This design comes from an exercise in tuning for small area, a short achievable clock period and few clock cycles per item on the open sky130 flow, not from production work. RTL that was checked went through simulation tests only; none was proved equivalent to the original. No functional check of the RTL was part of runs 3 and 4. Power figures rest on the tool's default switching activity, not on a simulated workload.

[flow/flow/run.sh]
#!/bin/bash
set -euo pipefail
export SETUP_SLACK_MARGIN=10
bash standard.sh > standard_flow.log 2>&1
[flow/standard.sh]
#!/bin/bash
# synth_recipe.tcl (not shown) runs the flow's synth.tcl, then flattens the netlist and writes it again
# the make line also repeats each setting of config.mk as NAME=value (left out here)
make -C /OpenROAD-flow-scripts/flow DESIGN_CONFIG=/design/flow/config.mk WORK_HOME=/design/flow/orfs CLKGATE_MAP_FILE= SYNTH_SCRIPT=/design/flow/synth_recipe.tcl "${@:-finish}"
[flow/config.mk]
export PLATFORM = sky130hd
export DESIGN_NAME = muldiv_unit
export DESIGN_NICKNAME = muldiv_unit
export VERILOG_FILES = /design/flow/design.v
export SDC_FILE = /design/flow/constraint.sdc
export NUM_CORES = 4
export LEC_CHECK = 0
export CAP_MARGIN = 20
export CORE_MARGIN = 2
export CORE_UTILIZATION = 40
export SLEW_MARGIN = 20
[flow/constraint.sdc]
create_clock -name core_clock -period 12.0 [get_ports {clk_i}]
set_input_delay 2.4000 -clock core_clock [delete_from_list [all_inputs] [get_ports {clk_i}]]
set_output_delay 2.4000 -clock core_clock [all_outputs]
set_load 0.01 [all_outputs]
[flow/design.v]
module muldiv_unit #(
  parameter int XLEN = 32
) (
  input  logic            clk_i,
  input  logic            rst_i,
  input  logic            flush_i,
  input  logic            valid_i,
  output logic            ready_o,
  input  logic [2:0]      op_i,
  input  logic [XLEN-1:0] rs1_i,
  input  logic [XLEN-1:0] rs2_i,
  input  logic [4:0]      rd_addr_i,
  output logic            valid_o,
  input  logic            ready_i,
  output logic [XLEN-1:0] result_o,
  output logic [4:0]      rd_addr_o
);
  localparam logic [1:0] F_EMPTY = 2'd0;
  localparam logic [1:0] F_RAW   = 2'd1;
  localparam logic [1:0] F_ABS   = 2'd2;
  localparam logic [1:0] E_IDLE = 2'd0;
  localparam logic [1:0] E_ITER = 2'd1;
  localparam logic [1:0] E_F1   = 2'd2;
  localparam logic [1:0] E_F2   = 2'd3;
  function automatic logic [4:0] msb_pos(input logic [31:0] x);
    logic [15:0] y16;
    logic [7:0]  y8;
    logic [3:0]  y4;
    logic [1:0]  y2;
    logic [4:0]  p;
    p[4] = |x[31:16];
    y16  = p[4] ? x[31:16] : x[15:0];
    p[3] = |y16[15:8];
    y8   = p[3] ? y16[15:8] : y16[7:0];
    p[2] = |y8[7:4];
    y4   = p[2] ? y8[7:4] : y8[3:0];
    p[1] = |y4[3:2];
    y2   = p[1] ? y4[3:2] : y4[1:0];
    p[0] = y2[1];
    msb_pos = p;
  endfunction
  logic [1:0]  fst_q;
  logic [2:0]  fop_q;
  logic [4:0]  frd_q;
  logic [31:0] fa_q;     
  logic [31:0] fb_q;     
  logic [4:0]  fpa_q, fpb_q;
  logic        fza_q, fzb_q;
  logic        fneg_q;
  logic [1:0]  est_q;
  logic [2:0]  op_q;
  logic [4:0]  rd_q;
  logic [33:0] r_q;      
  logic [33:0] c_q;      
  logic        ci_q;     
  logic [31:0] m_q;      
  logic [31:0] x_q;      
  logic [4:0]  cnt_q;    
  logic [2:0]  j_q;      
  logic        neg_q;    
  logic        ready_q;
  logic        vo_q;
  logic [31:0] res_q;
  logic [4:0]  rdo_q;
  assign ready_o   = ready_q;
  assign valid_o   = vo_q;
  assign result_o  = res_q;
  assign rd_addr_o = rdo_q;
  logic accept;
  assign accept = valid_i & ready_q & ~flush_i;
  logic is_mul;
  assign is_mul = ~op_q[2];
  logic        sa_en, sb_en, na, nb;
  logic [31:0] abs_a, abs_b;
  always_comb begin
    sa_en = (fop_q == 3'd0) | (fop_q == 3'd1) | (fop_q == 3'd2) | (fop_q == 3'd4) | (fop_q == 3'd6);
    sb_en = (fop_q == 3'd0) | (fop_q == 3'd1) | (fop_q == 3'd4) | (fop_q == 3'd6);
    na    = sa_en & fa_q[31];
    nb    = sb_en & fb_q[31];
    abs_a = na ? (~fa_q + 32'd1) : fa_q;
    abs_b = nb ? (~fb_q + 32'd1) : fb_q;
  end
  logic        f_mul;
  logic        a_le_b;
  logic [4:0]  pm;
  logic [4:0]  dsh;
  always_comb begin
    f_mul  = ~fop_q[2];
    a_le_b = (fpa_q <= fpb_q);
    pm     = a_le_b ? fpa_q : fpb_q;
    dsh    = fpa_q - fpb_q;
  end
  logic [37:0] pp0, pp1, pp2, pp3, acs, acc;
  logic [37:0] s1, c1, s2, c2, s3, c3, s4, c4;
  logic [4:0]  low5;
  always_comb begin
    acs = {4'd0, r_q};
    acc = {4'd0, c_q};
    pp0 = {38{x_q[0]}} & {6'd0, m_q};
    pp1 = {38{x_q[1]}} & {5'd0, m_q, 1'b0};
    pp2 = {38{x_q[2]}} & {4'd0, m_q, 2'b0};
    pp3 = {38{x_q[3]}} & {3'd0, m_q, 3'b0};
    s1 = acs ^ acc ^ pp0;
    c1 = ((acs & acc) | (acs & pp0) | (acc & pp0)) << 1;
    s2 = pp1 ^ pp2 ^ pp3;
    c2 = ((pp1 & pp2) | (pp1 & pp3) | (pp2 & pp3)) << 1;
    s3 = s1 ^ c1 ^ s2;
    c3 = ((s1 & c1) | (s1 & s2) | (c1 & s2)) << 1;
    s4 = s3 ^ c3 ^ c2;
    c4 = ((s3 & c3) | (s3 & c2) | (c3 & c2)) << 1;
    low5 = {1'b0, s4[3:0]} + {1'b0, c4[3:0]} + {4'd0, ci_q};
  end
  logic [33:0] add_b;
  logic        add_ci;
  logic [33:0] add_s;
  logic        qb;
  always_comb begin
    add_b  = is_mul ? c_q : ~{2'b00, m_q};
    add_ci = is_mul ? ci_q : 1'b1;
    add_s  = r_q + add_b + {33'd0, add_ci};
    qb     = ~add_s[33];
  end
  logic [63:0] fsrc;
  logic [63:0] fsh;
  logic [31:0] fval;
  logic [31:0] lomask;
  logic        lo_zero;
  logic        fcin;
  logic [31:0] fres;
  always_comb begin
    fsrc    = (op_q == 3'd0) ? {r_q[31:0], x_q} : {32'd0, r_q[31:0]};
    fsh     = fsrc >> {j_q, 2'b00};
    lomask  = ~(32'hFFFF_FFFF << {j_q, 2'b00});
    lo_zero = (x_q == 32'd0) & ((r_q[31:0] & lomask) == 32'd0);
    if (is_mul) begin
      fval = fsh[31:0];
      fcin = (op_q == 3'd0) | lo_zero;
    end else begin
      fval = op_q[1] ? r_q[31:0] : x_q;
      fcin = 1'b1;
    end
    fres = (fval ^ {32{neg_q}}) + {31'd0, neg_q & fcin};
  end
  logic [1:0]  fst_d, est_d;
  logic        vo_d;
  logic        fix_done;
  logic        eng_load;
  always_comb begin
    fix_done = (est_q == E_F2) & (~vo_q | ready_i);
    eng_load = (fst_q == F_ABS) & ((est_q == E_IDLE) | fix_done);
    fst_d = fst_q;
    if (fst_q == F_RAW) fst_d = F_ABS;
    if (eng_load) fst_d = F_EMPTY;
    if (accept) fst_d = F_RAW;
    if (flush_i) fst_d = F_EMPTY;
    est_d = est_q;
    case (est_q)
      E_ITER: if (cnt_q == 5'd0) est_d = is_mul ? E_F1 : E_F2;
      E_F1:   est_d = E_F2;
      E_F2:   if (fix_done) est_d = E_IDLE;
      default: est_d = est_q;
    endcase
    if (eng_load) begin
      if (f_mul) est_d = (fza_q | fzb_q) ? E_F2 : E_ITER;
      else       est_d = (fzb_q | fza_q | (fpa_q < fpb_q)) ? E_F2 : E_ITER;
    end
    if (flush_i) est_d = E_IDLE;
    vo_d = vo_q;
    if (ready_i) vo_d = 1'b0;
    if (fix_done) vo_d = 1'b1;
    if (flush_i) vo_d = 1'b0;
  end
  always_ff @(posedge clk_i) begin
    if (rst_i) begin
      fst_q   <= F_EMPTY;
      est_q   <= E_IDLE;
      vo_q    <= 1'b0;
      ready_q <= 1'b1;
    end else begin
      fst_q   <= fst_d;
      est_q   <= est_d;
      vo_q    <= vo_d;
      ready_q <= (fst_d == F_EMPTY) |
                 ((fst_d == F_ABS) & ((est_d == E_IDLE) | ((est_d == E_F2) & ~vo_d)));
    end
  end
  always_ff @(posedge clk_i) begin
    if (fix_done) begin
      res_q <= fres;
      rdo_q <= rd_q;
    end
  end
  always_ff @(posedge clk_i) begin
    if (accept) begin
      fop_q <= op_i;
      frd_q <= rd_addr_i;
      fa_q  <= rs1_i;
      fb_q  <= rs2_i;
    end else if (fst_q == F_RAW) begin
      fa_q   <= abs_a;
      fb_q   <= abs_b;
      fpa_q  <= msb_pos(abs_a);
      fpb_q  <= msb_pos(abs_b);
      fza_q  <= (fa_q == 32'd0);
      fzb_q  <= (fb_q == 32'd0);
      if (~fop_q[2]) fneg_q <= na ^ nb;
      else if (fop_q[1]) fneg_q <= na;
      else fneg_q <= (na ^ nb) & (fb_q != 32'd0);
    end
  end
  always_ff @(posedge clk_i) begin
    if (eng_load) begin
      op_q  <= fop_q;
      rd_q  <= frd_q;
      neg_q <= fneg_q;
      ci_q  <= 1'b0;
      if (f_mul) begin
        r_q   <= '0;
        c_q   <= '0;
        m_q   <= a_le_b ? fb_q : fa_q;
        x_q   <= (fza_q | fzb_q) ? 32'd0 : (a_le_b ? fa_q : fb_q);
        cnt_q <= {2'd0, pm[4:2]};
        j_q   <= ~pm[4:2];
      end else begin
        r_q   <= {2'b00, fa_q};
        m_q   <= fb_q << dsh;
        x_q   <= fzb_q ? 32'hFFFF_FFFF : 32'd0;
        cnt_q <= dsh;
      end
    end else begin
      case (est_q)
        E_ITER: begin
          cnt_q <= cnt_q - 5'd1;
          if (is_mul) begin
            r_q  <= s4[37:4];
            c_q  <= c4[37:4];
            ci_q <= low5[4];
            x_q  <= {low5[3:0], x_q[31:4]};
          end else begin
            if (qb) r_q <= {2'b00, add_s[31:0]};
            x_q <= {x_q[30:0], qb};
            m_q <= {1'b0, m_q[31:1]};
          end
        end
        E_F1: begin
          r_q <= add_s;
        end
        default: ;
      endcase
    end
  end
endmodule
==> out/results.ini, run 1 <==
[detailed_routing]
via_per_inst = 6.53
drc = 0
dr.pass1.iters = 8
ant_nets = 0
routed_wl_mm = 125
wl_per_cell_um = 29.5
vias = 27640
drt_iter0_drc = 3646

[critical_path]
worstPathArrival_ns = 4.61
r2r_cells = 17
worstSetupPathType = flop to flop
crit_required_ns = 12.30
cp-start-kind = flop
r2r_slack_ns = 7.70
rr_endpoint = r_q[32]
worstReg2RegStart = op_q[2]
critPathMaxFanout = 6
crit_path_end_kind = flop

[cells_and_area]
layout-area-overhead-vs-synth_pct = 47.8
fin_nets = 3598
drive_gt1_share_pct = 38.6
fin_util_pct = 59.9
instances_no_fill = 4236

[sta]
slew_headroom_pct = 29.2
setup_viol = 0
worst_pin_slew_ns = 1.06
finalCritPeriodShare_pct = 35.9
min_period_ns = 4.30
setup_tns_ns = 0
rsz0062_at_grt = true
skew_ns = 0.0186
finalHoldViolCount = 0
fmax_mhz = 232
slew_violations = 0
setup_ws_ns = 7.70

[clocking]
cts_tree = done
cts_root_buf = clkbuf_16
h-tree-depth = 2
clock_latency_ns = 0.60
cts.reportedPaths.clkPinSlew_ns = 0.06
cts_sinks = 276
postCtsHoldBufs = 0
clock_path_buffers = 3
numCtsBuffers = 37

[synthesis]
syn_avg_cell_area_sq_um = 9.30
synth_top_area_share_pct = 30.2
synth_top_area_cell = edfxtp_1
syn-instance-count = 2878
ys.flop_type = edfxtp_1
yosysMostFrequentCell = edfxtp_1
yosysSeqAreaShare_pct = 30.7
ys_seq_elements = 276
synth_warnings = 1
synthTopCellsByArea = edfxtp_1, fa_1, mux2i_1, mux4_2, a21oi_1
netlist_area_sq_um = 26800
synth_edf_count = 269
synth_cell_types = 97
synth.net_count = 3133
synthArstFlopShare_pct = 0
synth_top_cells_by_count = edfxtp_1, nand2_1, a21oi_1, nor2_1, o21ai_0

[placement]
gp_congestion = 0.961
port_buffers = 115
hpwl_mm = 69.7
placedCellCount = 3676
post-place-ws_ns = 5.05

[global_routing]
grt_pass1_vias = 27257
grtUsageTotal_pct = 34.3
antenna_found_initial = 2
grt_overflow_total = 0
grt_pass1_wl_mm = 178
grt_max_degree = 68

[power]
p_seq_share_pct = 36.1
pwr-share-comb_pct = 27.5
switching_share_pct = 32.7
power.internal_w = 0.00215
p_sw_w = 0.00104
power.leakage_nw = 15.4
vdd_drop_max_mv = 0.0876
powerDensity_nw_per_um2 = 80.7
pwr-share-clk_pct = 36.4

[die]
die_width_um = 263
core_sq_um = 66000
rows = 94
chipHeight_um = 263
ioPinCount = 116
die_area_sq_um = 69000
initial_core_util_pct = 40.5

[run]
drv_cap = 0

[status]
status = no timing/DRC/antenna violations

[hold_path]
hp-start = rd_q[4]
hold_depth = 0
min_path_type = flop to flop
min_to = rdo_q[4]

cells by family (layout without fill, tap and decap cells):
kind of cell,Yosys count,count (layout),synth area share (%)
compound gates,701,703,16.2
xor+xnor,143,143,4.76
fa+ha+maj,178,178,11.9
buf+inv,411,874,5.95
flops,276,276,30.7
mux,277,277,13.3
other cells,0,1,0
simple gates,892,920,17.1
layout make-up:
type | instances | area [sq um]
clock buffer | 49 | 1000
inverter | 197 | 801
timing repair buffer | 605 | 7240
tap | 864 | 1080
fill | 5096 | 26500
antenna | 1 | 2.50
multi-input combinational | 2221 | 20900
sequential | 276 | 8220
timing repair inverter | 5 | 81.3
clock inverter | 18 | 220
critical path: stages, from the launching register on:
cell	delay, ns
edfxtp_1	0.44
buf_6	0.17
buf_16	0.14
buf_12	0.14
buf_16	0.14
nor2_2	0.15
a21oi_4	0.05
ha_4	0.30
nand4_1	0.26
a2111o_1	0.55
a211oi_2	0.26
o2111ai_2	0.19
a31o_2	0.29
a21oi_4	0.20
xnor2_2	0.11
a31oi_4	0.28
buf_6	0.19
buf_16	0.13
worst max path at each step:
stage               startpoint   endpoint  slack [ns]  cells past startpoint
global placement       ready_i    c_q[12]        5.21                      9
detailed placement     ready_i    c_q[11]        5.05                      9
global route           op_q[2]  res_q[30]        7.64                     16
CTS                    op_q[2]  res_q[31]        7.84                     12
finish                 op_q[2]    r_q[32]        7.70                     17
floorplan              ready_i     r_q[0]        6.80                      8
flip-flops by register name (all words and copies together), names as in the netlist, 2 cells and up:
register  count
c_q          32
cnt_q         5
est_q         2
fa_q         32
fb_q         32
fop_q         3
fpa_q         5
fpb_q         5
frd_q         5
fst_q         2
j_q           3
m_q          32
op_q          3
r_q          34
rd_q          5
rdo_q         5
res_q        32
x_q          32
stage by stage:
step | hold WS [ns] | total power, W | instance area (sq um)
2_1_floorplan | 0.400 | 0.00152 | 27900
3_3_place_gp | 0.406 | 0.00171 | 29100
3_5_place_dp | 0.406 | 0.00172 | 29100
4_1_cts | 0.416 | 0.00308 | 37000
5_1_grt | 0.427 | 0.00325 | 39500
6_report | 0.419 | 0.00319 | 39500
timing repair:
action	4_1_cts	5_1_grt
resized for setup	853	366
setup buffers	293	100
pin swaps	171	138
endpoints found under the setup margin	570	570
gates cloned	94	4
power groups by stage:
stage          Combinational (W)  Sequential, W  Clock, W
2_1_floorplan           0.000387        0.00113         0
3_3_place_gp            0.000493        0.00122         0
3_5_place_dp            0.000499        0.00122         0
4_1_cts                 0.000779        0.00115   0.00116
5_1_grt                 0.000909        0.00115   0.00119
6_report                0.000876        0.00115   0.00116
metal layers:
| layer | up-vias | routed length, um | GRT usage [%] |
|---|---|---|---|
| met5 | - | 0 | 0 |
| li1 | 11408 | - | - |
| met4 | 0 | 11800 | 25.0 |
| met3 | 668 | 14700 | 8.82 |
| met1 | 13464 | 43300 | 40.9 |
| met2 | 2100 | 55400 | 53.8 |
cells in the final DEF, fill, tap and decap left out, types with 22 or more instances in the layout:
cell,netlist,final
nor3_1,49,33
o21ai_0,212,116
nand2_4,0,29
edfxtp_1,269,269
nand2_2,0,25
xor2_1,53,46
clkbuf_16,0,40
and2_1,171,137
buf_16,0,59
ha_1,49,32
a31oi_1,33,26
clkdlybuf4s50_1,0,63
a21oi_1,220,109
nand3_1,54,41
fa_1,129,125
o21ai_1,2,34
xnor2_1,88,77
o21ai_2,1,60
nand2_1,228,170
mux2i_1,202,185
buf_6,3,93
nand4_1,24,24
and2_4,0,34
nor2_1,213,130
a21oi_2,0,95
inv_1,194,183
buf_8,0,22
buf_4,1,260
buf_12,0,57
mux4_2,58,60
buf_2,18,40
nor2_4,0,68
Testbench counts, summed over its fixed seeds: cycles 21,198, ops 3,200.
==> run 2: changes to the inputs <==
==> flow/flow/run.sh (replaced) <==
#!/bin/bash
set -euo pipefail
export SETUP_SLACK_MARGIN=8
bash standard.sh > standard_flow.log 2>&1
==> run 2 against run 1 <==
  * Non-clock buffer count shrank 231
  * Critical endpoint is now res_q[13]
  * Still clean on timing, DRC and antenna
  * Register-to-register slack lost 0.05 ns
  * Cell area down 16%
  * Synthesized cell count did not move
  * Combinational power shrank about 30%
  * Global-route usage is 4.3 points lower
  * First-iteration DRC count shrank 21%
  * Worst hold slack got worse by 0.0012 ns
  * Via count is 10% lower
  * Critical path depth fell by 2
  * Largest cell class unchanged
  * Largest power group is now sequential cells
  * Area after synthesis stayed put
  * Count of clock-buffer cells in the layout fell by 8
==> out/results.ini, run 2 <==
[detailed_routing]
dr.pass1.iters = 6  ; -2
drt_iter0_drc = 2866  ; -21%
routed_wl_mm = 107  ; -15%
drc = 0  ; unchanged
via_per_inst = 6.23  ; -4.5%
wl_per_cell_um = 26.8  ; -9.2%
vias = 24810  ; -10%
ant_nets = 0  ; unchanged

[sta]
min_period_ns = 4.35  ; +0.0472 ns
finalCritPeriodShare_pct = 36.3  ; +0.39 points
rsz0062_at_grt = true
slew_violations = 0  ; unchanged
whs_ns = 0.418  ; -0.00117 ns
finalHoldViolCount = 0  ; unchanged
slew_headroom_pct = 31.1  ; +1.9 points
skew_ns = 0.0353  ; +0.0168 ns
worst_pin_slew_ns = 1.03  ; -0.0333 ns
fmax_mhz = 230  ; -1.1%
setup_viol = 0  ; unchanged
setup_tns_ns = 0  ; unchanged

[synthesis]
synth_top_area_share_pct = 30.2  ; unchanged
yosysSeqAreaShare_pct = 30.7  ; unchanged
synthArstFlopShare_pct = 0  ; unchanged
ys_seq_elements = 276  ; unchanged
synth_top_area_cell = edfxtp_1
synth_warnings = 1  ; unchanged
ys.flop_type = edfxtp_1
synth_cell_types = 97  ; unchanged
synth.net_count = 3133  ; unchanged
yosysMostFrequentCell = edfxtp_1
syn-instance-count = 2878  ; unchanged
synth_top_cells_by_count = edfxtp_1, nand2_1, a21oi_1, nor2_1, o21ai_0
synthTopCellsByArea = edfxtp_1, fa_1, mux2i_1, mux4_2, a21oi_1
netlist_area_sq_um = 26800  ; unchanged
syn_avg_cell_area_sq_um = 9.30  ; unchanged
synth_edf_count = 269  ; unchanged

[die]
rows = 94  ; unchanged
core_sq_um = 66000  ; unchanged
die_width_um = 263  ; unchanged
initial_core_util_pct = 40.5  ; unchanged
die_area_sq_um = 69000  ; unchanged
ioPinCount = 116  ; unchanged
chipHeight_um = 263  ; unchanged

[run]
drv_cap = 0  ; unchanged

[global_routing]
grt_pass1_wl_mm = 157  ; -12%
grt_overflow_total = 0  ; unchanged
antenna_found_initial = 9  ; +7
grt_max_degree = 70  ; +2.9%
grt_pass1_vias = 24211  ; -11%
grtUsageTotal_pct = 30.0  ; -4.3 points

[cells_and_area]
mostFrequentLayoutCell = edfxtp_1
drive_gt1_share_pct = 18.5  ; -20 points
largest_reg_flops = 34  ; unchanged
fin_nets = 3341  ; -7.1%
largest-register = r_q
final_cell_mix = edfxtp_1, nand2_1, a21oi_1, o21ai_0, mux2i_1
layout-area-overhead-vs-synth_pct = 24.2

[clocking]
cts_sinks = 276  ; unchanged
h-tree-depth = 2  ; unchanged
numCtsBuffers = 36  ; -2.7%
cts_root_buf = clkbuf_16
cts.reportedPaths.clkPinSlew_ns = 0.06  ; about the same
clock_latency_ns = 0.59  ; about the same
clock_path_buffers = 3  ; unchanged
cts_tree = done

[critical_path]
worstSetupPathType = flop to flop
r2r_cells = 15  ; -2
crit_path_end_kind = flop
crit_required_ns = 12.31  ; about the same
critPathMaxFanout = 5  ; -1
r2r_slack_ns = 7.65  ; -0.05 ns
worstPathArrival_ns = 4.66  ; +0.05 ns
rr_endpoint = res_q[13]
cp-start-kind = flop
worstReg2RegStart = op_q[2]

[hold_path]
hold_depth = 0  ; unchanged
hp-start = frd_q[2]
min_path_type = flop to flop
min_to = rd_q[2]

[placement]
port_buffers = 115  ; unchanged
gp_congestion = 0.951  ; -1.1%
hpwl_mm = 70.2  ; +0.80%

[power]
powerDensity_nw_per_um2 = 86.4  ; +7.1%
power.total_w = 0.00287  ; -10%
power.leakage_nw = 12.8  ; -17%
vdd_drop_max_mv = 0.108  ; +24%

[status]
status = no timing/DRC/antenna violations

-- run 2: cells by family (layout without fill, tap and decap cells) --
kind of cell	count (synthesis)	in the layout	synth area share, %
and+or+nand+nor	892	901	17.1
AOI/OAI and AO/OA	701	701	16.2
buffers and inverters	411	638	5.95
muxes	277	277	13.3
DFF	276	276	30.7
adders and majority gates	178	178	11.9
xor gates and xnor gates	143	143	4.76
other	0	2	0
-- run 2: report_power, final --
group	switching, W	internal [W]	total (W)
logic	0.000362	0.000254	0.000616
registers	0.0000734	0.00110	0.00117
clock network	0.000465	0.000622	0.00109
-- run 2: final cells by class --
| class | count | area (sq um) |
|---|---|---|
| antenna | 2 | 5.00 |
| clock buffer | 41 | 920 |
| clock inverter | 25 | 243 |
| fill | 6010 | 32700 |
| inverter | 197 | 767 |
| multi-input combinational | 2200 | 18100 |
| sequential | 276 | 8220 |
| tap | 864 | 1080 |
| timing repair buffer | 374 | 3920 |
| timing repair inverter | 1 | 8.76 |
-- run 2: worst max-delay path, cell delays in order, from the launching register on --
cell	delay, ns
edfxtp_1	0.43
buf_12	0.16
buf_16	0.13
buf_12	0.13
buf_6	0.11
or4b_4	0.51
and2_4	0.15
mux4_2	0.52
a32oi_2	0.22
o21ai_2	0.10
or4_4	0.47
a2111o_1	0.46
buf_6	0.15
nand3b_4	0.23
buf_6	0.22
xnor2_1	0.12
-- run 2: worst max path at each step --
stage	start	end	slack, ns	cells past startpoint
2_1_floorplan	ready_i	r_q[0]	6.78	8
3_3_place_gp	ready_i	c_q[13]	5.20	10
6_report	op_q[2]	res_q[13]	7.65	15
4_1_cts	op_q[2]	r_q[33]	7.66	19
3_5_place_dp	ready_i	c_q[14]	5.07	10
5_1_grt	op_q[2]	res_q[31]	7.55	15
-- run 2: timing repair --
action                                  4_1_cts  5_1_grt
resized for setup                           158       81
setup buffers                               119       86
endpoints found under the setup margin      425      151
hold buffers                                  0        0
cloned                                       27        3
pin swaps                                    54       38
-- run 2: through the flow --
stage	cells	setup WS, ns	util [%]	cell area, sq um
after floorplan	2878	6.78	-	27100
after global placement	3676	5.20	43.4	28600
after detailed placement	3677	5.07	43.4	28700
after CTS	3889	7.66	48.7	32100
after global routing	3978	7.55	50.4	33200
final	3980	7.65	50.4	33200
-- run 2: per-layer routing --
| layer | global-route usage (%) | vias to the layer above | share of wire [%] |
|---|---|---|---|
| met5 | 0 | - | 0.075 |
| met4 | 15.5 | 12 | 5.8 |
| met3 | 6.23 | 315 | 10 |
| met2 | 46.5 | 1457 | 44 |
| met1 | 39.6 | 12174 | 40 |
| li1 | - | 10852 | - |
==> run 3: changes to the inputs <==
--- a/flow/design.v
+++ b/flow/design.v
@@ -57,5 +57,5 @@
   logic [31:0] x_q;      
   logic [4:0]  cnt_q;    
-  logic [2:0]  j_q;      
+  logic [1:0]  j_q;      
   logic        neg_q;    
   logic        ready_q;
@@ -91,33 +91,53 @@
     dsh    = fpa_q - fpb_q;
   end
-  logic [37:0] pp0, pp1, pp2, pp3, acs, acc;
-  logic [37:0] s1, c1, s2, c2, s3, c3, s4, c4;
-  logic [4:0]  low5;
-  always_comb begin
-    acs = {4'd0, r_q};
-    acc = {4'd0, c_q};
-    pp0 = {38{x_q[0]}} & {6'd0, m_q};
-    pp1 = {38{x_q[1]}} & {5'd0, m_q, 1'b0};
-    pp2 = {38{x_q[2]}} & {4'd0, m_q, 2'b0};
-    pp3 = {38{x_q[3]}} & {3'd0, m_q, 3'b0};
-    s1 = acs ^ acc ^ pp0;
-    c1 = ((acs & acc) | (acs & pp0) | (acc & pp0)) << 1;
-    s2 = pp1 ^ pp2 ^ pp3;
-    c2 = ((pp1 & pp2) | (pp1 & pp3) | (pp2 & pp3)) << 1;
-    s3 = s1 ^ c1 ^ s2;
-    c3 = ((s1 & c1) | (s1 & s2) | (c1 & s2)) << 1;
-    s4 = s3 ^ c3 ^ c2;
-    c4 = ((s3 & c3) | (s3 & c2) | (c3 & c2)) << 1;
-    low5 = {1'b0, s4[3:0]} + {1'b0, c4[3:0]} + {4'd0, ci_q};
-  end
-  logic [33:0] add_b;
-  logic        add_ci;
+  localparam int W = 42;
+  logic [W-1:0] pp [8];
+  logic [W-1:0] acs, acc;
+  logic [W-1:0] s1, c1, s2, c2, s3, c3, s4, c4, s5, c5, s6, c6, s7, c7, s8, c8;
+  logic [8:0]   low9;
+  always_comb begin
+    acs = {{(W-34){1'b0}}, r_q};
+    acc = {{(W-34){1'b0}}, c_q};
+    for (int i = 0; i < 8; i++) begin
+      pp[i] = {W{x_q[i]}} & ({{(W-32){1'b0}}, m_q} << i);
+    end
+    s1 = acs ^ acc ^ pp[0];
+    c1 = ((acs & acc) | (acs & pp[0]) | (acc & pp[0])) << 1;
+    s2 = pp[1] ^ pp[2] ^ pp[3];
+    c2 = ((pp[1] & pp[2]) | (pp[1] & pp[3]) | (pp[2] & pp[3])) << 1;
+    s3 = pp[4] ^ pp[5] ^ pp[6];
+    c3 = ((pp[4] & pp[5]) | (pp[4] & pp[6]) | (pp[5] & pp[6])) << 1;
+    s4 = s1 ^ c1 ^ s2;
+    c4 = ((s1 & c1) | (s1 & s2) | (c1 & s2)) << 1;
+    s5 = c2 ^ s3 ^ c3;
+    c5 = ((c2 & s3) | (c2 & c3) | (s3 & c3)) << 1;
+    s6 = s4 ^ c4 ^ s5;
+    c6 = ((s4 & c4) | (s4 & s5) | (c4 & s5)) << 1;
+    s7 = s6 ^ c6 ^ c5;
+    c7 = ((s6 & c6) | (s6 & c5) | (c6 & c5)) << 1;
+    s8 = s7 ^ c7 ^ pp[7];
+    c8 = ((s7 & c7) | (s7 & pp[7]) | (c7 & pp[7])) << 1;
+    low9 = {1'b0, s8[7:0]} + {1'b0, c8[7:0]} + {8'd0, ci_q};
+  end
   logic [33:0] add_s;
-  logic        qb;
-  always_comb begin
-    add_b  = is_mul ? c_q : ~{2'b00, m_q};
-    add_ci = is_mul ? ci_q : 1'b1;
-    add_s  = r_q + add_b + {33'd0, add_ci};
-    qb     = ~add_s[33];
+  always_comb begin
+    add_s  = r_q + c_q + {33'd0, ci_q};
+  end
+  logic [34:0] t1;       
+  logic [35:0] d3a, d3b, d3s, d3c;
+  logic [35:0] t3;       
+  logic        q1, q0;
+  logic [33:0] dnext;
+  always_comb begin
+    t1  = {1'b0, r_q} + {c_q, 1'b1} + 35'd1;
+    d3a = {1'b1, c_q, 1'b1};
+    d3b = {2'b11, c_q};
+    d3s = {2'b00, r_q} ^ d3a ^ d3b;
+    d3c = ((({2'b00, r_q} & d3a) | ({2'b00, r_q} & d3b) | (d3a & d3b)) << 1) | 36'd1;
+    t3  = d3s + d3c + 36'd1;
+    q1  = ~t1[34];
+    q0  = q1 ? ~t3[35] : ~add_s[33];
+    if (q1) dnext = q0 ? t3[33:0] : t1[33:0];
+    else    dnext = q0 ? add_s : r_q;
   end
   logic [63:0] fsrc;
@@ -130,6 +150,6 @@
   always_comb begin
     fsrc    = (op_q == 3'd0) ? {r_q[31:0], x_q} : {32'd0, r_q[31:0]};
-    fsh     = fsrc >> {j_q, 2'b00};
-    lomask  = ~(32'hFFFF_FFFF << {j_q, 2'b00});
+    fsh     = fsrc >> {j_q, 3'b000};
+    lomask  = ~(32'hFFFF_FFFF << {j_q, 3'b000});
     lo_zero = (x_q == 32'd0) & ((r_q[31:0] & lomask) == 32'd0);
     if (is_mul) begin
@@ -214,17 +234,18 @@
       rd_q  <= frd_q;
       neg_q <= fneg_q;
-      ci_q  <= 1'b0;
       if (f_mul) begin
+        ci_q  <= 1'b0;
         r_q   <= '0;
         c_q   <= '0;
         m_q   <= a_le_b ? fb_q : fa_q;
         x_q   <= (fza_q | fzb_q) ? 32'd0 : (a_le_b ? fa_q : fb_q);
-        cnt_q <= {2'd0, pm[4:2]};
-        j_q   <= ~pm[4:2];
+        cnt_q <= {3'd0, pm[4:3]};
+        j_q   <= ~pm[4:3];
       end else begin
         r_q   <= {2'b00, fa_q};
-        m_q   <= fb_q << dsh;
+        c_q   <= ~{2'b00, fb_q << {dsh[4:1], 1'b0}};
+        ci_q  <= 1'b1;
         x_q   <= fzb_q ? 32'hFFFF_FFFF : 32'd0;
-        cnt_q <= dsh;
+        cnt_q <= {1'b0, dsh[4:1]};
       end
     end else begin
@@ -233,12 +254,12 @@
           cnt_q <= cnt_q - 5'd1;
           if (is_mul) begin
-            r_q  <= s4[37:4];
-            c_q  <= c4[37:4];
-            ci_q <= low5[4];
-            x_q  <= {low5[3:0], x_q[31:4]};
+            r_q  <= s8[41:8];
+            c_q  <= c8[41:8];
+            ci_q <= low9[8];
+            x_q  <= {low9[7:0], x_q[31:8]};
           end else begin
-            if (qb) r_q <= {2'b00, add_s[31:0]};
-            x_q <= {x_q[30:0], qb};
-            m_q <= {1'b0, m_q[31:1]};
+            r_q <= dnext;
+            x_q <= {x_q[29:0], q1, q0};
+            c_q <= {2'b11, c_q[33:2]};
           end
         end
==> run 3 against run 2 <==
  * Still clean on timing, DRC and antenna
  * Synthesized cell count grew 25%
  * Cell area increased by 27%
  * Register-to-register slack lost 0.14 ns
  * Non-clock buffer count up 138
  * Combinational power is 74% higher
  * Count of clock-buffer cells in the layout grew 6
  * Utilization is 0.18 points higher
  * Via count up 25%
  * Worst hold slack hardly changed
  * Wire length is 27% higher
  * Critical path type unchanged
  * Largest cell class unchanged
  * Largest power group is now the clock network
  * Highest routed layer unchanged
==> out/results.ini, run 3 <==
[status]
status = no timing/DRC/antenna violations

[placement]
port_buffers = 115  ; unchanged
post-place-ws_ns = 6.59  ; +1.51 ns
gp_congestion = 0.994  ; +4.5%
placedCellCount = 4611  ; +25%
hpwl_mm = 94.8  ; +35%

[cells_and_area]
fill_cells = 7677  ; +28%
largest_reg_flops = 34  ; unchanged
fin_nets = 4423  ; +32%
seq_area_sq_um = 8230  ; +0.11%
layout-area-overhead-vs-synth_pct = 25.9
instances_no_fill = 5035  ; +27%
multi_input_area_sq_um = 25300  ; +40%
largest-register = r_q
reg.largest.list = r_q (34), c_q (33)
mostFrequentLayoutCell = buf_4
final_cell_mix = buf_4, nand2_1, a21oi_1, edfxtp_1, inv_1
drive_gt1_share_pct = 25.1  ; +6.6 points

[sta]
min_period_ns = 4.49  ; +0.140 ns
fmax_mhz = 223  ; -3.1%
worst_pin_slew_ns = 1.25  ; +0.220 ns
setup_viol = 0  ; unchanged
setup_ws_ns = 7.51  ; -0.140 ns
finalCritPeriodShare_pct = 37.4  ; +1.2 points
setup_tns_ns = 0  ; unchanged
slew_headroom_pct = 16.0  ; -15 points
whs_ns = 0.418  ; -0.0000610 ns
finalHoldViolCount = 0  ; unchanged
rsz0062_at_grt = true
slew_violations = 0  ; unchanged
skew_ns = 0.0217  ; -0.0136 ns

[hold_path]
hold_depth = 0  ; unchanged
hp-start = rd_q[3]
min_to = rdo_q[3]
min_path_type = flop to flop

[synthesis]
synth.net_count = 4089  ; +31%
synth_edf_count = 270  ; +0.37%
synth_cell_types = 104  ; +7.2%
ys.flop_type = edfxtp_1
synth_top_area_cell = edfxtp_1
synth_warnings = 2  ; +1
synthTopCellsByArea = edfxtp_1, fa_1, ha_1, a21oi_1, mux2i_1
ys_seq_elements = 276  ; unchanged
syn-instance-count = 3592  ; +25%
synth_top_cells_by_count = a21oi_1, nand2_1, fa_1, inv_1, edfxtp_1
synthArstFlopShare_pct = 0  ; unchanged
yosysMostFrequentCell = a21oi_1
netlist_area_sq_um = 33500  ; +25%
syn_avg_cell_area_sq_um = 9.31  ; +0.20%
synth_top_area_share_pct = 24.2  ; -6.0 points
yosysSeqAreaShare_pct = 24.6  ; -6.1 points

[critical_path]
r2r_slack_ns = 7.51  ; -0.14 ns
crit_top_cell = fa_2
worstPathArrival_ns = 4.79  ; +0.13 ns
worstSetupPathType = flop to flop
worstPathCellList = buf_6, buf_6, buf_12, buf_12, buf_8, and2_4, fa_2, fa_1, inv_2, fa_1, inv_2, fa_2, fa_2, a221oi_1, a21oi_1
cp-start-kind = flop
cpMaxStageDelayCell = fa_1
crit_required_ns = 12.30  ; about the same
crit_path_end_kind = flop
critPathMaxFanout = 5  ; unchanged
r2r_cells = 15  ; unchanged
worstReg2RegStart = x_q[6]
rr_endpoint = r_q[16]
cpPeakStageDelay_ns = 0.54  ; +0.02 ns

[global_routing]
use_met2_pct = 46.0  ; -0.52 points
grtUsageTotal_pct = 30.7  ; +0.73 points
grt.met3_usage_pct = 5.79  ; -0.44 points
top_usage_layer = met2
grt_max_degree = 90  ; +29%
grt_overflow_total = 0  ; unchanged
grt_pass1_wl_mm = 197  ; +26%
antenna_found_initial = 6  ; -3
gr-usage-met1_pct = 42.1  ; +2.5 points
grt_pass1_vias = 29600  ; +22%

[power]
power.leakage_nw = 16.6  ; +29%
power.total_w = 0.00349  ; +21%
powerDensity_nw_per_um2 = 82.8  ; -4.1%
vdd_drop_max_mv = 0.0768  ; -29%

[die]
ioPinCount = 116  ; unchanged
initial_core_util_pct = 40.2  ; -0.38 points
die_area_sq_um = 86000  ; +25%
core_sq_um = 83300  ; +26%
chipHeight_um = 293  ; +12%
rows = 106  ; +13%
die_width_um = 293  ; +12%

[clocking]
postCtsHoldBufs = 0  ; unchanged
h-tree-depth = 2  ; unchanged
cts_sinks = 276  ; unchanged
cts_tree = done
clock_latency_ns = 0.58  ; about the same
numCtsBuffers = 37  ; +2.8%
cts.reportedPaths.clkPinSlew_ns = 0.06  ; about the same
clock_path_buffers = 3  ; unchanged
cts_root_buf = clkbuf_16

[detailed_routing]
ant_nets = 0  ; unchanged
vias = 31031  ; +25%
dr.pass1.iters = 6  ; unchanged
drt_iter0_drc = 3371  ; +18%
drc = 0  ; unchanged
routed_wl_mm = 135  ; +27%
wl_per_cell_um = 26.9  ; +0.32%
via_per_inst = 6.16  ; -1.1%

[run]
drv_cap = 0  ; unchanged

[run 3: metrics by stage]
step / cell area, sq um / util (%)
2_1_floorplan: 33900 / -
3_3_place_gp: 35700 / 42.9
6_report: 42100 / 50.6
3_5_place_dp: 35700 / 42.9
4_1_cts: 40400 / 48.5
5_1_grt: 42100 / 50.6
[run 3: routing by layer]
layer | vias up | part of all wire [%]
li1 | 13490 | -
met1 | 15384 | 40
met2 | 1784 | 43
met3 | 369 | 11
met4 | 4 | 6.2
met5 | - | 0.020
[run 3: power breakdown]
part / switching [W] / leakage, nW / internal [W]
Clock: 0.000480 / 0.643 / 0.000760
Sequential: 0.0000675 / 2.51 / 0.00111
Combinational: 0.000616 / 13.4 / 0.000456
Total: 0.00116 / 16.6 / 0.00233
[run 3: worst max-delay path by stage]
| stage | startpoint | endpoint | slack (ns) | cells after the start |
|---|---|---|---|---|
| global placement | x_q[3] | x_q[31] | 6.67 | 13 |
| CTS | x_q[3] | x_q[31] | 7.43 | 16 |
| detailed placement | x_q[3] | x_q[31] | 6.59 | 13 |
| finish | x_q[6] | r_q[16] | 7.51 | 15 |
| global route | x_q[0] | x_q[31] | 7.41 | 14 |
| floorplan | ready_i | j_q[0] | 7.54 | 6 |
[run 3: timing repair]
action / CTS / global route
setup buffers: 207 / 134
pin swaps: 167 / 191
gates resized for setup: 334 / 182
endpoints found under the setup margin: 249 / 179
cloned: 14 / 1
[run 3: layout make-up]
class                   count  area share (%)
diodes                      2          0.0119
inverters                 284            2.54
clock inverters            19           0.645
repair buffers            512            11.6
well taps                1080            3.21
multi-input cells        2815            60.0
flip-flops and latches    276            19.5
clock buffers              47            2.46
[run 3: critical path: cells and delay by family, from the launching register on]
kind,cells,cell delay (ns)
adders and majority gates,5,2.46
buffers and inverters,7,0.74
AOI/OAI and AO/OA,2,0.45
DFF,1,0.42
and+or+nand+nor,1,0.14
[run 3: logic make-up (layout without fill, tap and decap cells)]
group	after synthesis	count (layout)	synth area share (%)
xor+xnor	215	215	5.65
other cells	0	2	0
fa+ha+maj	420	420	22.2
flops	276	276	24.6
compound gates	884	885	16.8
simple gates	1038	1042	15.9
mux	253	253	8.96
buf+inv	506	862	5.92
==> run 4: changes to the inputs <==
--- a/flow/design.v
+++ b/flow/design.v
@@ -40,4 +40,9 @@
     msb_pos = p;
   endfunction
+  function automatic logic [4:0] tz_cnt(input logic [31:0] x);
+    logic [31:0] rev;
+    for (int i = 0; i < 32; i++) rev[i] = x[31-i];
+    tz_cnt = ~msb_pos(rev);
+  endfunction
   logic [1:0]  fst_q;
   logic [2:0]  fop_q;
@@ -48,4 +53,5 @@
   logic        fza_q, fzb_q;
   logic        fneg_q;
+  logic        fcin_q;   
   logic [1:0]  est_q;
   logic [2:0]  op_q;
@@ -59,4 +65,6 @@
   logic [1:0]  j_q;      
   logic        neg_q;    
+  logic        lo_q;     
+  logic        cin_q;    
   logic        ready_q;
   logic        vo_q;
@@ -143,22 +151,9 @@
   logic [63:0] fsrc;
   logic [63:0] fsh;
-  logic [31:0] fval;
-  logic [31:0] lomask;
-  logic        lo_zero;
-  logic        fcin;
   logic [31:0] fres;
   always_comb begin
-    fsrc    = (op_q == 3'd0) ? {r_q[31:0], x_q} : {32'd0, r_q[31:0]};
-    fsh     = fsrc >> {j_q, 3'b000};
-    lomask  = ~(32'hFFFF_FFFF << {j_q, 3'b000});
-    lo_zero = (x_q == 32'd0) & ((r_q[31:0] & lomask) == 32'd0);
-    if (is_mul) begin
-      fval = fsh[31:0];
-      fcin = (op_q == 3'd0) | lo_zero;
-    end else begin
-      fval = op_q[1] ? r_q[31:0] : x_q;
-      fcin = 1'b1;
-    end
-    fres = (fval ^ {32{neg_q}}) + {31'd0, neg_q & fcin};
+    fsrc = lo_q ? {r_q[31:0], x_q} : {32'd0, r_q[31:0]};
+    fsh  = fsrc >> {j_q, 3'b000};
+    fres = (fsh[31:0] ^ {32{neg_q}}) + {31'd0, neg_q & cin_q};
   end
   logic [1:0]  fst_d, est_d;
@@ -224,4 +219,9 @@
       fza_q  <= (fa_q == 32'd0);
       fzb_q  <= (fb_q == 32'd0);
+      if (~fop_q[2] & (fop_q != 3'd0)) begin
+        fcin_q <= (fa_q == 32'd0) | (fb_q == 32'd0) | ((6'(tz_cnt(fa_q)) + 6'(tz_cnt(fb_q))) >= 6'd32);
+      end else begin
+        fcin_q <= 1'b1;
+      end
       if (~fop_q[2]) fneg_q <= na ^ nb;
       else if (fop_q[1]) fneg_q <= na;
@@ -234,4 +234,5 @@
       rd_q  <= frd_q;
       neg_q <= fneg_q;
+      cin_q <= fcin_q;
       if (f_mul) begin
         ci_q  <= 1'b0;
@@ -242,8 +243,11 @@
         cnt_q <= {3'd0, pm[4:3]};
         j_q   <= ~pm[4:3];
+        lo_q  <= (fop_q[1:0] == 2'd0);
       end else begin
         r_q   <= {2'b00, fa_q};
         c_q   <= ~{2'b00, fb_q << {dsh[4:1], 1'b0}};
         ci_q  <= 1'b1;
+        j_q   <= 2'd0;
+        lo_q  <= ~fop_q[1];
         x_q   <= fzb_q ? 32'hFFFF_FFFF : 32'd0;
         cnt_q <= {1'b0, dsh[4:1]};
==> run 4 against run 3 <==
  * Combinational power decreased by 15%
  * Area after synthesis decreased by 2.7%
  * Cell area decreased by 1.7%
  * Flip-flop and latch count increased by 1
  * Sequential power about the same
  * Worst setup slack got worse by 0.048 ns
  * Global-route usage increased by 0.10 points
  * First-iteration DRC count increased by 2.8%
  * Utilization increased by 0.85 points
  * Critical path type unchanged
  * Largest power group is now sequential cells
==> out/results.ini, run 4 <==
[detailed_routing]
dr.pass1.iters = 10  ; +4
drc = 0  ; unchanged
drt_iter0_drc = 3467  ; +2.8%
wl_per_cell_um = 26.3  ; -2.0%
ant_nets = 0  ; unchanged
routed_wl_mm = 131  ; -3.0%
vias = 30277  ; -2.4%
via_per_inst = 6.07  ; -1.5%

[critical_path]
crit_required_ns = 12.30  ; about the same
worstPathCellList = buf_12, and2_4, fa_1, inv_1, fa_1, fa_1, fa_1, inv_2, ha_4, ha_4, a41o_1, a21oi_4, xor2_4, nor2_1, a211oi_2, a31oi_1
cp-start-kind = flop
crit_family = adder cells
cpMaxStageDelayCell = fa_1
critPathMaxFanout = 7  ; +2
worstSetupPathType = flop to flop
cpPeakStageDelay_ns = 0.52  ; -0.02 ns
crit_path_end_kind = flop
worstPathArrival_ns = 4.84  ; +0.05 ns
path_buf_inv = 3  ; -4
crit_top_cell = fa_1

[cells_and_area]
reg.largest.list = r_q (34), c_q (33)
layout-area-overhead-vs-synth_pct = 27.3
drive_gt1_share_pct = 24.2  ; -0.92 points
instances_no_fill = 4985  ; -0.99%
final_cell_mix = nand2_1, buf_4, a21oi_1, edfxtp_1
fin_nets = 4400  ; -0.52%
largest-register = r_q
mostFrequentLayoutCell = nand2_1
fin_util_pct = 51.4  ; +0.85 points
largest_reg_flops = 34  ; unchanged

[synthesis]
synth_top_area_share_pct = 25.0  ; +0.78 points
synthTopCellsByArea = edfxtp_1, fa_1, ha_1, mux2i_1, a21oi_1
synth_warnings = 2  ; unchanged
synth.net_count = 4026  ; -1.5%
synth_edf_count = 271  ; +0.37%
synth_top_cells_by_count = nand2_1, a21oi_1, fa_1, edfxtp_1, inv_1
syn-instance-count = 3524  ; -1.9%
yosysSeqAreaShare_pct = 25.4  ; +0.79 points
netlist_area_sq_um = 32500  ; -2.7%
synthArstFlopShare_pct = 0  ; unchanged
ys.flop_type = edfxtp_1
syn_avg_cell_area_sq_um = 9.23  ; -0.87%
synth_cell_types = 99  ; -4.8%
ys_seq_elements = 277  ; +0.36%
synth_top_area_cell = edfxtp_1
yosysMostFrequentCell = nand2_1

[global_routing]
grt_pass1_wl_mm = 191  ; -3.1%
antenna_found_initial = 2  ; -4
grtUsageTotal_pct = 30.8  ; +0.10 points
grt_max_degree = 85  ; -5.6%
grt_pass1_vias = 29354  ; -0.83%
grt_overflow_total = 0  ; unchanged

[die]
die_width_um = 289  ; -1.4%
die_area_sq_um = 83600  ; -2.7%
initial_core_util_pct = 40.4  ; +0.23 points
ioPinCount = 116  ; unchanged
rows = 104  ; -1.9%
chipHeight_um = 289  ; -1.4%
core_sq_um = 80500  ; -3.3%

[clocking]
h-tree-depth = 2  ; unchanged
cts.reportedPaths.clkPinSlew_ns = 0.06  ; about the same
numCtsBuffers = 36  ; -2.7%
postCtsHoldBufs = 0  ; unchanged
cts_sinks = 277  ; +0.36%
cts_root_buf = clkbuf_16
clock_path_buffers = 3  ; unchanged
cts_tree = done
clock_latency_ns = 0.58  ; about the same

[power]
powerDensity_nw_per_um2 = 76.2  ; -8.0%
vdd_drop_max_mv = 0.117  ; +53%
power.leakage_nw = 16.7  ; +0.44%

[placement]
gp_congestion = 1.01  ; +1.9%
port_buffers = 115  ; unchanged
hpwl_mm = 89.0  ; -6.1%
placedCellCount = 4527  ; -1.8%

[sta]
min_period_ns = 4.54  ; +0.0475 ns
rsz0062_at_grt = true
skew_ns = 0.0192  ; -0.00254 ns
whs_ns = 0.418  ; +0.000101 ns
setup_viol = 0  ; unchanged
worst_pin_slew_ns = 1.07  ; -0.180 ns
finalCritPeriodShare_pct = 37.8  ; +0.40 points
fmax_mhz = 220  ; -1.0%
slew_violations = 0  ; unchanged
finalHoldViolCount = 0  ; unchanged
setup_tns_ns = 0  ; unchanged
slew_headroom_pct = 28.2  ; +12 points

[hold_path]
min_path_type = flop to flop

[run]
drv_cap = 0  ; unchanged

[status]
status = no timing/DRC/antenna violations

## run 4: cell types whose count changed after synthesis, sizes merged, moves of 22 or more
cell   delta
nor2     +39
inv      -24
nand2    +51
nor3     -22
o21ai    +29
## run 4: kinds of logic after synthesis
logic type / after synthesis / synth area share [%]
compound gates: 848 / 16.3
xor+xnor: 217 / 5.86
fa+ha+maj: 425 / 23.0
buf+inv: 469 / 5.63
flops: 277 / 25.4
mux: 241 / 8.05
simple gates: 1047 / 15.7
## run 4: per-layer routing
metal	global-route usage, %	part of all wire, %
met1	40.1	38
met2	48.2	44
met3	6.32	11
met4	16.7	7.0
met5	0	0.085
## run 4: report_power, final
group | switching (W) | internal, W | total, W
Sequential | 0.0000475 | 0.00111 | 0.00115
Combinational | 0.000537 | 0.000377 | 0.000914
Clock | 0.000472 | 0.000617 | 0.00109
Total | 0.00106 | 0.00210 | 0.00316
## run 4: cell type report
type | instances | area (sq um)
diodes | 3 | 7.51
clock buffers | 45 | 997
clock inverters | 17 | 150
fillers | 7239 | 39100
inverters | 262 | 997
multi-input cells | 2784 | 24500
flip-flops and latches | 277 | 8260
well taps | 1060 | 1330
repair buffers | 537 | 5180
## run 4: final timing paths
| kind | startpoint | end | slack (ns) | cells after the start |
|---|---|---|---|---|
| max | x_q[1] | x_q[31] | 7.46 | 16 |
| min | fneg_q | neg_q | 0.42 | 0 |
| max reg2reg | x_q[1] | x_q[31] | 7.46 | 16 |
| min reg2reg | fneg_q | neg_q | 0.42 | 0 |
## run 4: per-stage QoR
step	setup WS (ns)	power, W	cell area, sq um
3_3_place_gp	5.65	0.00189	34700
5_1_grt	7.37	0.00326	41400
4_1_cts	7.48	0.00308	39600
2_1_floorplan	7.25	0.00163	32900
3_5_place_dp	5.57	0.00189	34700
6_report	7.46	0.00316	41400
## run 4: repair_timing
action,CTS,global route
buffers inserted,268,100
resized for setup,299,237
pin swaps,175,176
gates cloned,21,4
endpoints found under the setup margin,288,198
hold endpoints to repair,0,0
==> run 5: changes to the inputs <==
--- a/flow/design.v
+++ b/flow/design.v
@@ -66,4 +66,5 @@
   logic        neg_q;    
   logic        lo_q;     
+  logic        usecpa_q;  
   logic        cin_q;    
   logic        ready_q;
@@ -93,4 +94,5 @@
   logic [4:0]  pm;
   logic [4:0]  dsh;
+  logic        mneg;
   always_comb begin
     f_mul  = ~fop_q[2];
@@ -98,4 +100,5 @@
     pm     = a_le_b ? fpa_q : fpb_q;
     dsh    = fpa_q - fpb_q;
+    mneg   = fneg_q & (fop_q == 3'd0) & ~fza_q & ~fzb_q;
   end
   localparam int W = 42;
@@ -149,11 +152,14 @@
     else    dnext = q0 ? add_s : r_q;
   end
-  logic [63:0] fsrc;
-  logic [63:0] fsh;
+  logic [63:0] fsrc_a;
+  logic [63:0] fsh_a;
+  logic [31:0] fval_b;
   logic [31:0] fres;
   always_comb begin
-    fsrc = lo_q ? {r_q[31:0], x_q} : {32'd0, r_q[31:0]};
-    fsh  = fsrc >> {j_q, 3'b000};
-    fres = (fsh[31:0] ^ {32{neg_q}}) + {31'd0, neg_q & cin_q};
+    fsrc_a = lo_q ? {add_s[31:0], x_q} : {32'd0, add_s[31:0]};
+    fsh_a  = fsrc_a >> {j_q, 3'b000};
+    fval_b = lo_q ? x_q : (r_q[31:0] >> {j_q, 3'b000});
+    if (usecpa_q) fres = fsh_a[31:0];
+    else          fres = (fval_b ^ {32{neg_q}}) + {31'd0, neg_q & cin_q};
   end
   logic [1:0]  fst_d, est_d;
@@ -171,5 +177,5 @@
     est_d = est_q;
     case (est_q)
-      E_ITER: if (cnt_q == 5'd0) est_d = is_mul ? E_F1 : E_F2;
+      E_ITER: if (cnt_q == 5'd0) est_d = (is_mul & ~usecpa_q) ? E_F1 : E_F2;
       E_F1:   est_d = E_F2;
       E_F2:   if (fix_done) est_d = E_IDLE;
@@ -235,9 +241,10 @@
       neg_q <= fneg_q;
       cin_q <= fcin_q;
+      usecpa_q <= f_mul & (~fneg_q | (fop_q == 3'd0));
       if (f_mul) begin
         ci_q  <= 1'b0;
-        r_q   <= '0;
+        r_q   <= mneg ? {2'b00, (a_le_b ? fa_q : fb_q)} : 34'd0;
         c_q   <= '0;
-        m_q   <= a_le_b ? fb_q : fa_q;
+        m_q   <= (a_le_b ? fb_q : fa_q) ^ {32{mneg}};
         x_q   <= (fza_q | fzb_q) ? 32'd0 : (a_le_b ? fa_q : fb_q);
         cnt_q <= {3'd0, pm[4:3]};
==> run 5 against run 4 <==
  * First-iteration DRC count increased by 29%
  * Worst setup slack worse by 0.11 ns
  * Worst hold slack is essentially flat
==> out/results.ini, run 5 <==
[status]
status = no timing/DRC/antenna violations

[detailed_routing]
ant_nets = 0  ; unchanged
wl_per_cell_um = 28.8  ; +9.1%
dr.pass1.iters = 10  ; unchanged
drc = 0  ; unchanged
vias = 33737  ; +11%
drt_iter0_drc = 4480  ; +29%
routed_wl_mm = 153  ; +16%
via_per_inst = 6.36  ; +4.7%

[synthesis]
synth_top_area_cell = edfxtp_1
syn_avg_cell_area_sq_um = 8.97  ; -2.9%
synth.net_count = 4312  ; +7.1%
yosysSeqAreaShare_pct = 24.3  ; -1.1 points
ys.flop_type = edfxtp_1
synth_top_cells_by_count = nand2_1, a21oi_1, fa_1, edfxtp_1, inv_1
yosys.area_share.simple_pct = 16.1  ; +0.31 points
syn-instance-count = 3810  ; +8.1%
synth_fa_ha_area_share_pct = 21.9  ; -1.1 points
synth_cell_types = 103  ; +4.0%
yosysMostFrequentCell = nand2_1
synth_edf_count = 272  ; +0.37%
netlist_area_sq_um = 34200  ; +5.0%
synth_compound_area_share_pct = 18.9  ; +2.6 points
synth_warnings = 2  ; unchanged
synthArstFlopShare_pct = 0  ; unchanged
muxShareOfSynthArea_pct = 6.76  ; -1.3 points
synth_top_area_share_pct = 23.9  ; -1.1 points
synth_xor_area_share_pct = 6.28  ; +0.42 points
synthTopCellsByArea = edfxtp_1, fa_1, ha_1, a21oi_1, mux2i_1
synth_top_family_by_area = adder cells
ys_seq_elements = 278  ; +0.36%

[run]
drv_cap = 0  ; unchanged

[clocking]
numCtsBuffers = 31  ; -14%
clock_latency_ns = 0.66  ; +0.08 ns
cts_root_buf = clkbuf_16
postCtsHoldBufs = 0  ; unchanged
h-tree-depth = 1  ; -1
clock_path_buffers = 3  ; unchanged
cts_sinks = 278  ; +0.36%
cts.reportedPaths.clkPinSlew_ns = 0.07  ; about the same
cts_tree = done

[sta]
min_period_ns = 4.65  ; +0.110 ns
rsz0062_at_grt = true
skew_ns = 0.0523  ; +0.0331 ns
setup_viol = 0  ; unchanged
fmax_mhz = 215  ; -2.4%
finalHoldViolCount = 0  ; unchanged
worst_pin_slew_ns = 1.18  ; +0.118 ns
setup_ws_ns = 7.35  ; -0.110 ns
finalCritPeriodShare_pct = 38.7  ; +0.92 points
setup_tns_ns = 0  ; unchanged
slew_violations = 0  ; unchanged
slew_headroom_pct = 20.5  ; -7.7 points

[critical_path]
path_buf_inv = 3  ; unchanged
critPathMaxFanout = 6  ; -1
crit_required_ns = 12.40  ; +0.10 ns
crit_path_end_kind = flop
worstSetupPathType = flop to flop
r2r_slack_ns = 7.35  ; -0.11 ns
worstPathArrival_ns = 5.05  ; +0.21 ns
worstPathCellList = buf_12, buf_8, buf_12, and2_1, fa_1, fa_2, fa_1, ha_1, ha_2, and3_1, a21o_1, a21oi_4, xor2_4, nor2_4, a211oi_2, a31oi_1
cpMaxStageDelayCell = fa_1
cp-start-kind = flop
crit_family = adder cells
cpPeakStageDelay_ns = 0.52  ; about the same

[power]
pwr-share-clk_pct = 34.1  ; -0.4 points
vdd_drop_max_mv = 0.136  ; +16%
powerDensity_nw_per_um2 = 75.5  ; -0.94%
p_sw_w = 0.00112  ; +6.1%
switching_share_pct = 34.5  ; +1.0 points
p_seq_share_pct = 36.0  ; -0.6 points
power.leakage_nw = 17.1  ; +2.8%
power.total_w = 0.00325  ; +2.9%
pwr-share-comb_pct = 29.9  ; +1.0 points
power.internal_w = 0.00213  ; +1.3%

[cells_and_area]
fin_nets = 4633  ; +5.3%
largest-register = r_q
final_cell_mix = nand2_1, buf_4, a21oi_1, edfxtp_1, nor2_1
largest_reg_flops = 34  ; unchanged
reg.largest.list = r_q (34), c_q (33)
mostFrequentLayoutCell = nand2_1
layout-area-overhead-vs-synth_pct = 25.9
drive_gt1_share_pct = 22.6  ; -1.6 points
fin_util_pct = 50.7  ; -0.74 points

[placement]
hpwl_mm = 104  ; +16%
gp_congestion = 1.04  ; +2.2%
post-place-ws_ns = 5.60  ; +0.0254 ns
port_buffers = 115  ; unchanged

[die]
die_width_um = 296  ; +2.4%
die_area_sq_um = 87800  ; +4.9%
rows = 107  ; +2.9%
initial_core_util_pct = 40.3  ; -0.14 points
core_sq_um = 84900  ; +5.4%
ioPinCount = 116  ; unchanged
chipHeight_um = 296  ; +2.4%

[hold_path]
min_path_type = flop to flop

[global_routing]
grtUsageTotal_pct = 34.0  ; +3.1 points
grt_pass1_vias = 31754  ; +8.2%
grt_pass1_wl_mm = 217  ; +14%
grt_overflow_total = 0  ; unchanged
grt_max_degree = 93  ; +9.4%
antenna_found_initial = 12  ; +10

-- run 5: cell count changes after synthesis, sizes merged, moves of 13 or more --
cell / before / now
a21oi: 316 / 334
a222oi: 15 / 29
and3: 13 / 27
clkbuf: 170 / 205
mux2: 66 / 45
nand2: 369 / 393
nor2: 231 / 258
o21ai: 198 / 223
o221ai: 8 / 21
xor2: 96 / 113
-- run 5: power groups by stage --
stage,Sequential (W),Clock [W],Combinational [W]
final,0.00117,0.00111,0.000971
after global routing,0.00117,0.00113,0.00101
after CTS,0.00117,0.00110,0.000886
after detailed placement,0.00124,0,0.000722
after global placement,0.00124,0,0.000719
after floorplan,0.00114,0,0.000513
-- run 5: logic make-up after synthesis --
group	Yosys count
adder cells (fa/ha/maj)	425
AND/OR/NAND/NOR	1121
multiplexers	215
AO/OA/AOI/OAI	1009
buffers and inverters	517
XOR/XNOR	245
flip-flops	278
-- run 5: final cells by class --
| cell class | instances | area [sq um] |
|---|---|---|
| Tap cell | 1144 | 1430 |
| Antenna cell | 5 | 12.5 |
| Sequential cell | 278 | 8290 |
| Timing Repair Buffer | 531 | 5350 |
| Multi-Input combinational cell | 3020 | 25800 |
| Inverter | 269 | 1020 |
| Clock buffer | 35 | 811 |
| Clock inverter | 23 | 315 |
| Fill cell | 7881 | 41900 |
-- run 5: worst paths after layout --
check | end | cells after the start | start
max reg2reg | x_q[31] | 16 | x_q[2]
max | x_q[31] | 16 | x_q[2]
min reg2reg | rdo_q[4] | 0 | rd_q[4]
min | rdo_q[4] | 0 | rd_q[4]
-- run 5: worst reg2reg max path, cell delays in order (launching register included) --
cell      delay [ns]
edfxtp_1        0.48
buf_12          0.20
buf_8           0.14
buf_12          0.15
and2_1          0.15
fa_1            0.53
fa_2            0.45
fa_1            0.42
ha_1            0.28
ha_2            0.33
and3_1          0.24
a21o_1          0.24
a21oi_4         0.19
xor2_4          0.20
nor2_4          0.11
a211oi_2        0.26
a31oi_1         0.06
-- run 5: what timing repair did --
item	4_1_cts	5_1_grt
setup buffers	245	94
pin swaps	249	176
cloned	25	0
gates resized for setup	377	161
endpoints found under the setup margin	297	184
-- run 5: per-layer routing --
layer | up-vias | wire [um] | track usage [%]
li1 | 14198 | - | -
met3 | 658 | 21900 | 11.7
met5 | - | 137 | 0.443
met1 | 16363 | 54500 | 42.7
met2 | 2506 | 63700 | 49.8
met4 | 12 | 12300 | 21.5
-- run 5: through the flow --
step,hold WS (ns),area (sq um),std cells
after floorplan,0.400,34400,3810
after global placement,0.402,36400,4877
after detailed placement,0.405,36400,4878
after CTS,0.419,41600,5206
after global routing,0.439,43000,5300
final,0.418,43000,5305
Testbench counts of run 5, summed over its fixed seeds: cycles 12,459, ops 3,200.
==> run 6: changes to the inputs <==
--- a/flow/config.mk
+++ b/flow/config.mk
@@ -10,2 +10,3 @@
 export CORE_UTILIZATION = 40
 export SLEW_MARGIN = 20
+export TNS_END_PERCENT = 10
==> run 6 against run 5 <==
  * Wire length decreased by 1.4%
  * Via count down 2.4%
  * Global-route usage is 0.73 points lower
  * Highest routed layer unchanged
  * Clock power fell by 5%
  * Worst setup slack worse by 0.11 ns
  * Clock skew decreased by 0.023 ns
  * Register-to-register slack got worse by 0.11 ns
  * Flip-flop and latch count unchanged
  * Utilization down 1.7 points
  * Sequential share of layout area up 0.67 points
  * Non-clock buffer count decreased by 67
==> out/results.ini, run 6 <==
[status]
status = no timing/DRC/antenna violations

[clocking]
cts_root_buf = clkbuf_16
h-tree-depth = 2  ; +1
numCtsBuffers = 35  ; +13%
postCtsHoldBufs = 0  ; unchanged
clock_path_buffers = 3  ; unchanged
clock_latency_ns = 0.58  ; -0.08 ns
cts.reportedPaths.clkPinSlew_ns = 0.06  ; about the same
cts_sinks = 278  ; unchanged
cts_tree = done

[global_routing]
grt_overflow_total = 0  ; unchanged
grtUsageTotal_pct = 33.2  ; -0.73 points
grt_max_degree = 81  ; -13%
grt_pass1_wl_mm = 212  ; -2.5%
antenna_found_initial = 10  ; -2
grt_pass1_vias = 30933  ; -2.6%

[power]
power.leakage_nw = 16.8  ; -2.1%
p_sw_w = 0.00111  ; -1.2%
switching_share_pct = 35.1  ; +0.55 points
powerDensity_nw_per_um2 = 76.0  ; +0.62%
p_seq_share_pct = 37.4  ; +1.4 points
vdd_drop_max_mv = 0.0993  ; -27%
pwr-share-clk_pct = 33.5  ; -0.6 points
pwr-share-comb_pct = 29.1  ; -0.8 points
power.internal_w = 0.00205  ; -3.6%

[synthesis]
synth_top_family_by_area = adder cells
synthArstFlopShare_pct = 0  ; unchanged
synth_compound_area_share_pct = 18.9  ; unchanged
ys.flop_type = edfxtp_1
synth_top_cells_by_count = nand2_1, a21oi_1, fa_1, edfxtp_1, inv_1
synth_edf_count = 272  ; unchanged
synth_top_area_cell = edfxtp_1
synth.net_count = 4312  ; unchanged
netlist_area_sq_um = 34200  ; unchanged
synthTopCellsByArea = edfxtp_1, fa_1, ha_1, a21oi_1, mux2i_1
syn-instance-count = 3810  ; unchanged
muxShareOfSynthArea_pct = 6.76  ; unchanged
yosysSeqAreaShare_pct = 24.3  ; unchanged
yosys.area_share.simple_pct = 16.1  ; unchanged
synth_top_area_share_pct = 23.9  ; unchanged
ys_seq_elements = 278  ; unchanged
yosysMostFrequentCell = nand2_1
synth_warnings = 2  ; unchanged
syn_avg_cell_area_sq_um = 8.97  ; unchanged
synth_cell_types = 103  ; unchanged
synth_xor_area_share_pct = 6.28  ; unchanged
synth_fa_ha_area_share_pct = 21.9  ; unchanged

[die]
ioPinCount = 116  ; unchanged
die_area_sq_um = 87800  ; unchanged
rows = 107  ; unchanged
core_sq_um = 84900  ; unchanged
initial_core_util_pct = 40.3  ; unchanged
die_width_um = 296  ; unchanged
chipHeight_um = 296  ; unchanged

[detailed_routing]
dr.pass1.iters = 13  ; +3
wl_per_cell_um = 28.7  ; -0.16%
drt_iter0_drc = 4818  ; +7.5%
drc = 0  ; unchanged
ant_nets = 0  ; unchanged
routed_wl_mm = 150  ; -1.4%
vias = 32937  ; -2.4%
via_per_inst = 6.29  ; -1.1%

[run]
drv_cap = 0  ; unchanged

[sta]
min_period_ns = 4.75  ; +0.105 ns
skew_ns = 0.0288  ; -0.0235 ns
finalCritPeriodShare_pct = 39.6  ; +0.88 points
fmax_mhz = 210  ; -2.2%
slew_violations = 0  ; unchanged
worst_pin_slew_ns = 1.32  ; +0.134 ns
setup_ws_ns = 7.25  ; -0.105 ns
finalHoldViolCount = 0  ; unchanged
slew_headroom_pct = 11.5  ; -9.0 points
rsz0062_at_grt = true
setup_viol = 0  ; unchanged
setup_tns_ns = 0  ; unchanged

[hold_path]
min_path_type = flop to flop

[cells_and_area]
mostFrequentLayoutCell = nand2_1
reg.largest.list = r_q (34), c_q (33)
multi_input_area_sq_um = 25100  ; -2.8%
instances_no_fill = 5238  ; -1.3%
fin_nets = 4566  ; -1.4%
fill_cells = 8082  ; +2.6%
largest-register = r_q
seq_area_sq_um = 8290  ; unchanged
final_cell_mix = nand2_1, a21oi_1, buf_4, edfxtp_1, fa_1
largest_reg_flops = 34  ; unchanged
layout-area-overhead-vs-synth_pct = 21.6
drive_gt1_share_pct = 17.2  ; -5.4 points
post-route-cell-area_sq_um = 41600  ; -3.4%

[placement]
gp_congestion = 1.06  ; +2.7%
placedCellCount = 4880  ; +0.041%
post-place-ws_ns = 5.49  ; -0.111 ns
hpwl_mm = 107  ; +3.2%
placed_area_sq_um = 36400  ; -0.25%
port_buffers = 115  ; unchanged

[critical_path]
worstPathArrival_ns = 5.03  ; -0.02 ns
crit_required_ns = 12.28  ; -0.12 ns
critPathMaxFanout = 4  ; -2
cp-start-kind = flop
worstSetupPathType = flop to flop
crit_path_end_kind = flop

[run 6: cell types whose count changed in the layout (fill, tap and decap cells not counted), moves of 18 or more]
cell,before,now
and2_1,131,149
a21oi_2,26,5
fa_1,221,268
a21oi_1,304,323
o21ai_0,175,195
ha_1,109,130
and2_4,29,11
fa_2,67,20
buf_4,323,281
[run 6: path summary, 6_finish.rpt]
path	from	end	slack [ns]	cells after the start
worst min register to register	rd_q[3]	rdo_q[3]	0.42	0
worst max-delay path	x_q[3]	r_q[8]	7.25	13
worst max register to register	x_q[3]	r_q[8]	7.25	13
worst min-delay path	rd_q[3]	rdo_q[3]	0.42	0
[run 6: kinds of logic after synthesis]
group | after synthesis
AOI/OAI and AO/OA | 1009
adders and majority gates | 425
xor gates and xnor gates | 245
muxes | 215
DFF | 278
and+or+nand+nor | 1121
buffers and inverters | 517
[run 6: through the flow]
stage	utilization, %	total power (W)	hold WS [ns]
after floorplan	-	0.00165	0.400
after global placement	42.8	0.00197	0.403
after detailed placement	42.8	0.00197	0.405
after CTS	46.6	0.00305	0.423
after global routing	49.0	0.00323	0.429
final	49.0	0.00316	0.420
[run 6: area by class of cell]
| cell class | instances | share of cell area, % |
|---|---|---|
| clock inverters | 21 | 0.424 |
| diodes | 7 | 0.0421 |
| multi-input cells | 3016 | 60.3 |
| repair buffers | 464 | 11.2 |
| well taps | 1144 | 3.44 |
| flip-flops and latches | 278 | 19.9 |
| inverters | 269 | 2.47 |
| clock buffers | 39 | 2.19 |
[run 6: worst max-delay path, stage by stage (launching register included)]
cell and delay (ns):
edfxtp_1 0.49, buf_6 0.17, buf_6 0.13, buf_16 0.12
nand2_1 0.07, fa_1 0.54, fa_2 0.43, fa_1 0.57
inv_2 0.04, fa_1 0.47, fa_1 0.53, a22o_1 0.20
a222oi_1 0.57, o21ai_1 0.13
[run 6: what timing repair did]
item                                    in CTS  in global routing
endpoints found under the setup margin     298                261
resized for setup                          154                161
buffers inserted                           127                144
cloned                                      15                  4
pin swaps                                   60                115
[run 6: power groups by stage]
| stage | clock [W] | sequential [W] | combinational [W] |
|---|---|---|---|
| 2_1_floorplan | 0 | 0.00114 | 0.000509 |
| 3_3_place_gp | 0 | 0.00124 | 0.000721 |
| 3_5_place_dp | 0 | 0.00124 | 0.000723 |
| 4_1_cts | 0.00105 | 0.00120 | 0.000792 |
| 5_1_grt | 0.00109 | 0.00118 | 0.000964 |
| 6_report | 0.00106 | 0.00118 | 0.000920 |
[run 6: per-layer routing]
layer	vias to the layer above	track usage (%)	share of wire, %
met3	589	9.60	13
met2	2312	49.4	42
met1	15968	42.2	37
met5	-	0.942	0.12
li1	14054	-	-
met4	14	21.2	8.1
